From an optimization exercise on the open Yosys and OpenROAD flow, aimed at a short achievable clock period and few clock cycles; shortcuts taken in it are not production practice.
Function was checked by simulation only, so behaviour that the tests miss may differ from the original.
No activity file was given, so power comes from the tool's default toggle rates.

$ cat run.sh
#!/bin/bash
# synth_recipe.tcl (not shown) runs the flow's synth.tcl, then flattens the netlist and writes it again
# the make line also repeats each setting of config.mk as NAME=value (left out here)
make -C /OpenROAD-flow-scripts/flow DESIGN_CONFIG=/design/flow/config.mk WORK_HOME=/design/flow/orfs CLKGATE_MAP_FILE= SYNTH_SCRIPT=/design/flow/synth_recipe.tcl finish
$ cat config.mk
export PLATFORM = sky130hd
export DESIGN_NAME = mips_core
export DESIGN_NICKNAME = mips_core
export VERILOG_FILES = /design/flow/design.v
export SDC_FILE = /design/flow/constraint.sdc
export NUM_CORES = 4
export LEC_CHECK = 0
export CAP_MARGIN = 20
export CORE_MARGIN = 2
export CORE_UTILIZATION = 40
export PLACE_DENSITY = 0.6
export SLEW_MARGIN = 20
$ cat design.v
package mips_isa_pkg;
    localparam int OPCODE_W  = 6;
    localparam int REG_IDX_W = 5;
    localparam int SHAMT_W   = 5;
    localparam int FUNC_W    = 6;
    localparam int IMM_W     = 16;
    localparam int INDEX_W   = 26;
    typedef logic [31:0]          word_t;
    typedef logic [REG_IDX_W-1:0] reg_idx_t;
    typedef logic [OPCODE_W-1:0]  opcode_t;
    typedef logic [FUNC_W-1:0]    func_t;
    localparam opcode_t OP_RTYPE = 6'b000000;
    localparam opcode_t OP_ORI   = 6'b001101;
    localparam opcode_t OP_LUI   = 6'b001111;
    localparam opcode_t OP_ADDIU = 6'b001001;
    localparam opcode_t OP_SLTI  = 6'b001010;
    localparam opcode_t OP_LW    = 6'b100011;
    localparam opcode_t OP_SW    = 6'b101011;
    localparam opcode_t OP_BEQ   = 6'b000100;
    localparam opcode_t OP_J     = 6'b000010;
    localparam func_t FUNC_ADDU = 6'b100001;
    localparam func_t FUNC_SUBU = 6'b100011;
    localparam func_t FUNC_SLT  = 6'b101010;
    typedef struct packed {
        opcode_t              opcode;
        reg_idx_t             rs;
        reg_idx_t             rt;
        reg_idx_t             rd;
        logic [SHAMT_W-1:0]   shamt;      
        func_t                func;
    } instr_r_t;
    typedef struct packed {
        opcode_t              opcode;
        reg_idx_t             rs;
        reg_idx_t             rt;
        logic [IMM_W-1:0]     imm;
    } instr_i_t;
    typedef struct packed {
        opcode_t              opcode;
        logic [INDEX_W-1:0]   index;      
    } instr_j_t;
    typedef union packed {
        instr_r_t r;
        instr_i_t i;
        instr_j_t j;
    } instr_t;
endpackage
package core_pkg;
    typedef enum logic [2:0] {
        FETCH,
        FETCH_RELEASE,
        DECODE,
        EXECUTE,
        MEMORY,
        MEM_RELEASE,
        WRITEBACK
    } state_t;
    typedef enum logic [1:0] {
        ALU_SLT = 2'd0,      
        ALU_OR  = 2'd1,
        ALU_SUB = 2'd2,
        ALU_ADD = 2'd3
    } alu_mode_t;
    typedef enum logic [1:0] {
        EXT_ZERO  = 2'd0,    
        EXT_UPPER = 2'd1,    
        EXT_SIGN  = 2'd2
    } ext_mode_t;
    typedef enum logic [1:0] {
        PC_HOLD   = 2'd0,
        PC_STEP   = 2'd1,
        PC_BRANCH = 2'd2,    
        PC_JUMP   = 2'd3
    } pc_sel_t;
    typedef struct packed {
        alu_mode_t alu_mode;
        ext_mode_t ext_mode;
        logic      alu_b_imm;
        logic      reg_write;
        logic      wb_from_mem;      
        logic      wb_to_rd;
        logic      ir_load;
        logic      bus_data_phase;
        pc_sel_t   pc_sel;
    } ctrl_t;
    typedef struct packed {
        logic [31:0]         addr;
        logic                write;
        logic [31:0]         wdata;
    } bus_req_t;
    localparam logic [31:0] RESET_PC = 32'h0000_0000;
endpackage
module mips_controller (
    input  logic                 clock,
    input  logic                 reset,
    input  mips_isa_pkg::instr_t instr,
    input  logic                 mem_ack,
    output logic                 mem_req,
    output core_pkg::ctrl_t      ctrl
);
    core_pkg::state_t    state;
    core_pkg::alu_mode_t dec_alu;
    core_pkg::ext_mode_t dec_ext;
    core_pkg::pc_sel_t   dec_pc;
    logic                dec_b_imm;
    logic                dec_write;
    logic                dec_to_rd;
    logic                dec_mem;
    logic                dec_load;
    logic                handshake_done;
    assign handshake_done = mem_req && mem_ack;
    always_comb
    begin
        dec_alu   = core_pkg::ALU_ADD;
        dec_ext   = core_pkg::EXT_SIGN;
        dec_pc    = core_pkg::PC_HOLD;
        dec_b_imm = 1'b1;
        dec_write = 1'b0;
        dec_to_rd = 1'b0;
        dec_mem   = 1'b0;
        dec_load  = 1'b0;
        case (instr.r.opcode)
            mips_isa_pkg::OP_RTYPE:
            begin
                dec_b_imm = 1'b0;
                dec_to_rd = 1'b1;
                case (instr.r.func)
                    mips_isa_pkg::FUNC_ADDU: dec_write = 1'b1;
                    mips_isa_pkg::FUNC_SUBU:
                    begin
                        dec_alu   = core_pkg::ALU_SUB;
                        dec_write = 1'b1;
                    end
                    mips_isa_pkg::FUNC_SLT:
                    begin
                        dec_alu   = core_pkg::ALU_SLT;
                        dec_write = 1'b1;
                    end
                    default: ;                       
                endcase
            end
            mips_isa_pkg::OP_ORI:
            begin
                dec_alu   = core_pkg::ALU_OR;
                dec_ext   = core_pkg::EXT_ZERO;
                dec_write = 1'b1;
            end
            mips_isa_pkg::OP_LUI:
            begin
                dec_ext   = core_pkg::EXT_UPPER;    
                dec_write = 1'b1;
            end
            mips_isa_pkg::OP_ADDIU: dec_write = 1'b1;
            mips_isa_pkg::OP_SLTI:
            begin
                dec_alu   = core_pkg::ALU_SLT;
                dec_write = 1'b1;
            end
            mips_isa_pkg::OP_LW:
            begin
                dec_mem   = 1'b1;
                dec_load  = 1'b1;
                dec_write = 1'b1;
            end
            mips_isa_pkg::OP_SW: dec_mem = 1'b1;   
            mips_isa_pkg::OP_BEQ:
            begin
                dec_alu   = core_pkg::ALU_SUB;      
                dec_b_imm = 1'b0;
                dec_pc    = core_pkg::PC_BRANCH;
            end
            mips_isa_pkg::OP_J: dec_pc = core_pkg::PC_JUMP;
            default: ;
        endcase
    end
    always_comb
    begin
        ctrl           = '0;
        ctrl.alu_mode  = dec_alu;
        ctrl.ext_mode  = dec_ext;
        ctrl.alu_b_imm = dec_b_imm;
        case (state)
            core_pkg::FETCH:
            begin
                ctrl.ir_load = handshake_done;
                if (handshake_done)
                    ctrl.pc_sel = core_pkg::PC_STEP;
            end
            core_pkg::MEMORY:
            begin
                ctrl.bus_data_phase = 1'b1;
                ctrl.wb_from_mem    = dec_load && handshake_done;    
            end
            core_pkg::MEM_RELEASE: ctrl.bus_data_phase = 1'b1;       
            core_pkg::WRITEBACK:
            begin
                ctrl.reg_write   = dec_write;
                ctrl.wb_from_mem = dec_load;
                ctrl.wb_to_rd    = dec_to_rd;
                ctrl.pc_sel      = dec_pc;
            end
            default: ;
        endcase
    end
    always_ff @(posedge clock)
    begin
        if (reset)
        begin
            state   <= core_pkg::FETCH;
            mem_req <= 1'b0;
        end
        else
        begin
            case (state)
                core_pkg::FETCH:
                begin
                    if (handshake_done)
                    begin
                        mem_req <= 1'b0;
                        state   <= core_pkg::FETCH_RELEASE;
                    end
                    else if (!mem_ack)
                        mem_req <= 1'b1;             
                end
                core_pkg::FETCH_RELEASE:
                    if (!mem_ack)
                        state <= core_pkg::DECODE;
                core_pkg::DECODE: state <= core_pkg::EXECUTE;
                core_pkg::EXECUTE:
                begin
                    if (dec_mem)
                    begin
                        mem_req <= 1'b1;             
                        state   <= core_pkg::MEMORY;
                    end
                    else
                        state <= core_pkg::WRITEBACK;
                end
                core_pkg::MEMORY:
                begin
                    if (handshake_done)
                    begin
                        mem_req <= 1'b0;
                        state   <= core_pkg::MEM_RELEASE;
                    end
                end
                core_pkg::MEM_RELEASE:
                    if (!mem_ack)
                        state <= core_pkg::WRITEBACK;
                core_pkg::WRITEBACK:
                begin
                    mem_req <= 1'b1;                 
                    state   <= core_pkg::FETCH;
                end
                default: state <= core_pkg::FETCH;
            endcase
        end
    end
endmodule
module pc_unit (
    input  logic                 clock,
    input  logic                 reset,
    input  core_pkg::ctrl_t      ctrl,
    input  mips_isa_pkg::instr_t instr,
    input  logic                 zero,
    output mips_isa_pkg::word_t  pc
);
    mips_isa_pkg::word_t branch_off;
    mips_isa_pkg::word_t jump_target;
    assign branch_off  = {{14{instr.i.imm[15]}}, instr.i.imm, 2'b00};
    assign jump_target = {pc[31:28], instr.j.index, 2'b00};    
    always_ff @(posedge clock)
    begin
        if (reset)
            pc <= core_pkg::RESET_PC;
        else
        begin
            case (ctrl.pc_sel)
                core_pkg::PC_STEP:
                    pc <= pc + 32'd4;
                core_pkg::PC_BRANCH:
                begin
                    if (zero)                  
                        pc <= pc + branch_off;
                end
                core_pkg::PC_JUMP:
                    pc <= jump_target;
                default: ;
            endcase
        end
    end
endmodule
module reg_file (
    input  logic                   clock,
    input  logic                   reset,
    input  mips_isa_pkg::reg_idx_t rs_idx,
    input  mips_isa_pkg::reg_idx_t rt_idx,
    input  logic                   wr_en,
    input  mips_isa_pkg::reg_idx_t wr_idx,
    input  mips_isa_pkg::word_t    wr_data,
    output mips_isa_pkg::word_t    rs_data,
    output mips_isa_pkg::word_t    rt_data
);
    mips_isa_pkg::word_t regs [32];
    always_ff @(posedge clock)
    begin
        if (reset)
        begin
            for (int i = 0; i < 32; i++)
                regs[i] <= '0;
        end
        else if (wr_en && wr_idx != '0)
            regs[wr_idx] <= wr_data;
    end
    assign rs_data = (rs_idx == '0) ? '0 : regs[rs_idx];
    assign rt_data = (rt_idx == '0) ? '0 : regs[rt_idx];
endmodule
module exec_datapath (
    input  logic                   clock,
    input  logic                   reset,
    input  core_pkg::ctrl_t        ctrl,
    input  mips_isa_pkg::word_t    pc,
    input  mips_isa_pkg::word_t    mem_rdata,
    input  mips_isa_pkg::word_t    rs_data,
    input  mips_isa_pkg::word_t    rt_data,
    output mips_isa_pkg::instr_t   instr,
    output logic                   zero,
    output mips_isa_pkg::reg_idx_t wr_idx,
    output mips_isa_pkg::word_t    wr_data,
    output core_pkg::bus_req_t     bus
);
    mips_isa_pkg::instr_t ir;
    mips_isa_pkg::word_t  imm_ext;
    mips_isa_pkg::word_t  alu_b;
    mips_isa_pkg::word_t  alu_out;
    mips_isa_pkg::word_t  alu_q;
    mips_isa_pkg::word_t  load_q;
    logic                 zero_q;
    always_ff @(posedge clock)
    begin
        if (reset)
            ir <= '0;                                
        else if (ctrl.ir_load)
            ir <= mem_rdata;
    end
    always_comb
    begin
        case (ctrl.ext_mode)
            core_pkg::EXT_ZERO:  imm_ext = {16'h0000, ir.i.imm};
            core_pkg::EXT_UPPER: imm_ext = {ir.i.imm, 16'h0000};
            default:             imm_ext = {{16{ir.i.imm[15]}}, ir.i.imm};
        endcase
    end
    assign alu_b = ctrl.alu_b_imm ? imm_ext : rt_data;
    always_comb
    begin
        case (ctrl.alu_mode)
            core_pkg::ALU_SLT: alu_out = ($signed(rs_data) < $signed(alu_b)) ? 32'd1 : 32'd0;
            core_pkg::ALU_OR:  alu_out = rs_data | alu_b;
            core_pkg::ALU_SUB: alu_out = rs_data - alu_b;
            default:           alu_out = rs_data + alu_b;
        endcase
    end
    always_ff @(posedge clock)
    begin
        alu_q  <= alu_out;
        zero_q <= (alu_out == '0);
        if (ctrl.wb_from_mem && ctrl.bus_data_phase)
            load_q <= mem_rdata;                     
    end
    assign instr   = ir;
    assign zero    = zero_q;
    assign wr_idx  = ctrl.wb_to_rd ? ir.r.rd : ir.r.rt;
    assign wr_data = ctrl.wb_from_mem ? load_q : alu_q;
    assign bus.addr  = ctrl.bus_data_phase ? alu_q : pc;
    assign bus.write = ctrl.bus_data_phase && (ir.i.opcode == mips_isa_pkg::OP_SW);
    assign bus.wdata = rt_data;
endmodule
module mips_core (
    input  logic                clock,
    input  logic                reset,
    input  logic                mem_ack,
    input  mips_isa_pkg::word_t mem_rdata,
    output logic                mem_req,
    output logic [31:0]         bus_addr,
    output logic                bus_write,
    output logic [31:0]         bus_wdata
);
    core_pkg::bus_req_t     bus;
    assign bus_addr  = bus.addr;
    assign bus_write = bus.write;
    assign bus_wdata = bus.wdata;
    core_pkg::ctrl_t        ctrl;
    mips_isa_pkg::instr_t   instr;
    mips_isa_pkg::word_t    pc;
    mips_isa_pkg::word_t    rs_data;
    mips_isa_pkg::word_t    rt_data;
    mips_isa_pkg::word_t    wr_data;
    mips_isa_pkg::reg_idx_t wr_idx;
    logic                   zero;
    mips_controller u_controller (
        .clock   (clock),
        .reset   (reset),
        .instr   (instr),
        .mem_ack (mem_ack),
        .mem_req (mem_req),
        .ctrl    (ctrl)
    );
    pc_unit u_pc (
        .clock (clock),
        .reset (reset),
        .ctrl  (ctrl),
        .instr (instr),
        .zero  (zero),
        .pc    (pc)
    );
    reg_file u_regs (
        .clock   (clock),
        .reset   (reset),
        .rs_idx  (instr.r.rs),
        .rt_idx  (instr.r.rt),
        .wr_en   (ctrl.reg_write),
        .wr_idx  (wr_idx),
        .wr_data (wr_data),
        .rs_data (rs_data),
        .rt_data (rt_data)
    );
    exec_datapath u_datapath (
        .clock     (clock),
        .reset     (reset),
        .ctrl      (ctrl),
        .pc        (pc),
        .mem_rdata (mem_rdata),
        .rs_data   (rs_data),
        .rt_data   (rt_data),
        .instr     (instr),
        .zero      (zero),
        .wr_idx    (wr_idx),
        .wr_data   (wr_data),
        .bus       (bus)
    );
endmodule
$ cat constraint.sdc
create_clock -name core_clock -period 8.0 [get_ports {clock}]
set_input_delay 1.6000 -clock core_clock [delete_from_list [all_inputs] [get_ports {clock}]]
set_output_delay 1.6000 -clock core_clock [all_outputs]
set_load 0.01 [all_outputs]
==> run notes <==
-- Yosys cell counts (6+ instances only) --
cell,instances,area share (%)
mux4_2,640,23
or3_1,17,0.17
nor2_1,1139,6.7
o22ai_1,16,0.16
o21bai_1,16,0.19
nor3_1,32,0.25
o21a_1,11,0.13
xnor2_1,37,0.51
a31oi_1,18,0.18
buf_1,59,0.35
clkbuf_1,322,1.9
o21ai_0,83,0.65
nand2_1,233,1.4
mux2_2,32,0.56
and3_1,7,0.069
a221oi_1,7,0.096
nand4_1,12,0.12
buf_2,61,0.48
a21oi_1,128,1.0
and2_1,26,0.25
o221ai_1,10,0.14
inv_1,127,0.75
nor2b_1,18,0.18
a211oi_1,24,0.28
mux2i_1,69,1.1
or2_2,6,0.059
nand2b_1,47,0.46
o31a_1,8,0.11
dfxtp_1,109,3.4
nand3b_1,7,0.082
o31ai_1,17,0.20
a22oi_1,18,0.21
a21o_1,85,1.0
xor2_1,13,0.18
edfxtp_1,1056,50
ha_1,127,2.5
nor4_1,12,0.12
nand3_1,17,0.13
o211ai_1,25,0.29
-- per-layer routing --
metal	track usage, %	vias up
li1	-	18100
met1	38.0	23000
met2	43.9	2841
met3	6.54	476
met4	10.1	2
met5	0	-
-- cell families after synthesis --
logic type,count (synthesis),synth area share (%)
fa+ha+maj,130,2.58
xor+xnor,50,0.685
buf+inv,574,3.53
flops,1165,53.0
other cells,1,0.00587
mux,743,24.2
compound gates,527,5.57
simple gates,1600,10.3
-- power by group through the flow --
stage	Clock, W	Sequential (W)	Combinational (W)
2_1_floorplan	0	0.00710	0.00209
3_3_place_gp	0	0.00725	0.00332
3_5_place_dp	0	0.00727	0.00335
4_1_cts	0.00575	0.00714	0.00336
5_1_grt	0.00597	0.00717	0.00372
6_report	0.00569	0.00715	0.00356
-- state kept, by name, indices dropped and copies added (netlist names), named ones only --
name,flops
u_regs.regs,1024
u_datapath.alu_q,32
u_datapath.ir,32
u_datapath.load_q,32
u_pc.pc,30
u_controller.state,3
u_controller.mem_req,1
u_datapath.zero_q,1
-- area by class of cell --
type	instances	area share (%)
Sequential cell	1165	46.9
Timing Repair Buffer	279	3.92
Clock buffer	145	4.43
Clock inverter	77	0.997
Tap cell	2072	3.59
Multi-Input combinational cell	3082	39.4
Antenna cell	3	0.0104
Inverter	127	0.660
-- critical path: cells and delay by family, from the launching register on --
family	cells	cell delay (ps)
AO/OA/AOI/OAI	5	1310
adder cells (fa/ha/maj)	1	410
buffers and inverters	2	730
flip-flops	1	740
multiplexers	3	1220
AND/OR/NAND/NOR	8	2360
-- through the flow --
| step | cells | total power, W |
|---|---|---|
| 2_1_floorplan | 4821 | 0.00919 |
| 3_3_place_gp | 6708 | 0.0106 |
| 3_5_place_dp | 6713 | 0.0106 |
| 4_1_cts | 6935 | 0.0163 |
| 5_1_grt | 6948 | 0.0169 |
| 6_report | 6950 | 0.0164 |
-- how the worst max path moves through the flow --
stage	startpoint	to	depth (start not counted)
floorplan	flop	u_datapath.zero_q	22
global placement	flop	u_datapath.zero_q	20
detailed placement	flop	u_datapath.zero_q	18
CTS	flop	u_datapath.zero_q	18
global route	flop	u_datapath.zero_q	19
finish	flop	u_datapath.zero_q	19
==> run notes <==
* Status: no timing/DRC/antenna violations
* Worst-Margin Slew at approximately 1200 ps
* Worst-skew pair later-pin latency at 790 ps
* Mean Syn Cell Area at around 13 µm²
* Post-route cell area at 72,300 µm²
* Final HPWL DP at 144 mm
* Max Used Layer: met5
* Total Wirelength at 229 mm
* Synthesis-to-finish area growth at 13.1%
* Postcts setup bufs at 0
* Iter 0 DRT Violations at about 6,600
* Vias in the first global route at 43,400
* Fraction of registers with async set/reset at 0%
* Routed length on met1 at between 80 and 90 mm
* R2R Path End: u_datapath.zero_q
* Setup TNS at 0 ps
* Final core occ at between 40% and 50%
* Post-Syn Instances at 4,790
* Total track usage at 27.9%
* Most common cell after layout, fill and taps aside: nor2_1
* Storage cell area at 33,900 µm²
* Chip width at roughly 400 µm
* Crit end category: flop
* Worst hold start: u_pc.pc[30]
* Max stage delay on crit path at roughly 740 ps
* Hold depth at 2
* Arr. time, crit path at approximately 7600 ps
* Die height at slightly above 400 µm
* Cells resized by post-CTS repair at 0
* Multi-input logic area at around 29,000 µm²
* RePlAce Congestion at approximately 0.99
* Starting Density at roughly two fifths
* Unrepaired setup endpoints after global routing: no
* Initial antenna violation count at 12
* Min Hold Slack at between 400 and 500 ps
* PD cells at roughly 230 nW/µm²
* CP Data Required Time at 8670 ps
* Met2 WL at between 100 and 150 mm
* Hold Violations, Final at 0
* CTS Root Cell: clkbuf_16
* CP Cell Sequence: buf_4 > mux4_2 > mux4_2 > mux2i_1 > nor2_1 > a22oi_1 > ha_1 > or4_4 > or3_1 > a21oi_2 > a2111oi_0 > buf_4 > o21ai_0 > nand2_1 > nor4_1 > o21ai_0 > and4bb_1 > nand4b_1 > nor4_2
* Commonest non-fill, non-tap cells in the layout: nor2_1, edfxtp_1, mux4_2
* Die area at about 160,000 µm²
* Routed len/inst at ~33 µm
* Reg2reg setup slack at ~1100 ps
* Sequential cell fraction of total power at 43.6%
* Part of the Yosys area used for sequential elements at 53.0%
* EDFF count, synth at around 1,100
* Vias at about 44,000
* Clock power frac at around a third
* Comb pwr share at 21.7%
* P_sw at 0.00508 W
* Routed Antenna Nets at 0
* Setup WS pre-CTS at 1010 ps
* First-pass GRT wire length at between 300 and 400 mm
* Slowest-stage cell, CP: dfxtp_4
* IO Pins at around 100
* Post-synthesis cell area at roughly 64,000 µm²
* Final setup violation count at 0
* Cell row count at 146
* Worst Hold End: u_pc.pc[30]
* Num Clock Sinks at approximately 1,200
* Router iterations before antenna repair at 6
* H-tree lvl count at 3
* Setup CP Type: reg2reg
* Max Buffers Root-to-Sink at 3
* Worst rel slew slack at 19.6%
* Crit-path max FO at 31
* Via/cell ratio at 6.39
* CP startpoint kind: flop
* Layout Nets at between 4,000 and 5,000
* CTS tree: yes
* Largest net degree at the start of global routing at 70
* R2R cell count at 19
* Int Pwr at around 0.011 W
* Final worst slack at ~1100 ps
* #FFs+latches synth at around 1,200
* Final Max Slew Viols at 0
* Final period util at 86.7%
* Cell variety after synth at 95
* Minimum clock period after layout at between 6000 and 7000 ps
* GR Overflow Total at 0
* Max VDD drop at roughly 0.19 mV
* CTS buffer count at 120
* Core area at approximately 160,000 µm²
* YS warnings at 4
* Pleak at between 20 and 25 nW
* CTS Hold Bufs at 0
* # port buffers at 100
* Filler cell count at around 14,000
* Layout cells sized above 1 at 23.8%
* Min-delay worst type: reg2reg
* Setup Skew at ~55 ps
* Placed Area at 68,000 µm²
* Routed wl met3 at around 28 mm
* Top FF cell, synth: edfxtp_1
* Switching Share at 31.0%
* Clock input transition at the sequential cells of the worst setup and hold paths at 60 ps
* # DRC at 0
* Max-Cap Viols at 0
* Maximum clock frequency at 0.144 GHz
Testbench counts, summed over its fixed seeds: cycles 146,476.

==> port drivers added, routing unchanged <==
How much do the figures lean on ideal ports? The routed layout below was timed once more, with nothing changed but the port constraints. Step 1 assumes that a clkbuf_16 drives the clock port and a buf_2 every other input. Step 2 also shifts input and output timing later by t, the mid clock arrival at the registers, as if the neighbouring blocks saw the same clock. Slacks: no drivers / after step 1 / after step 2; pairs: no drivers / after step 1.
t (ns): 0.843
setup WS [ns]: 1.064 / 1.064 / 1.064
hold slack, ns: 0.488 / 0.488 / 0.488
clock arrival spread, ns: 0.055 / 0.055
pins driven straight from the clock port: 1
After both steps this run still meets setup and hold. For this run, drivers alone change the setup slack by 0.000 ns; drivers and shift together by 0.000 ns.
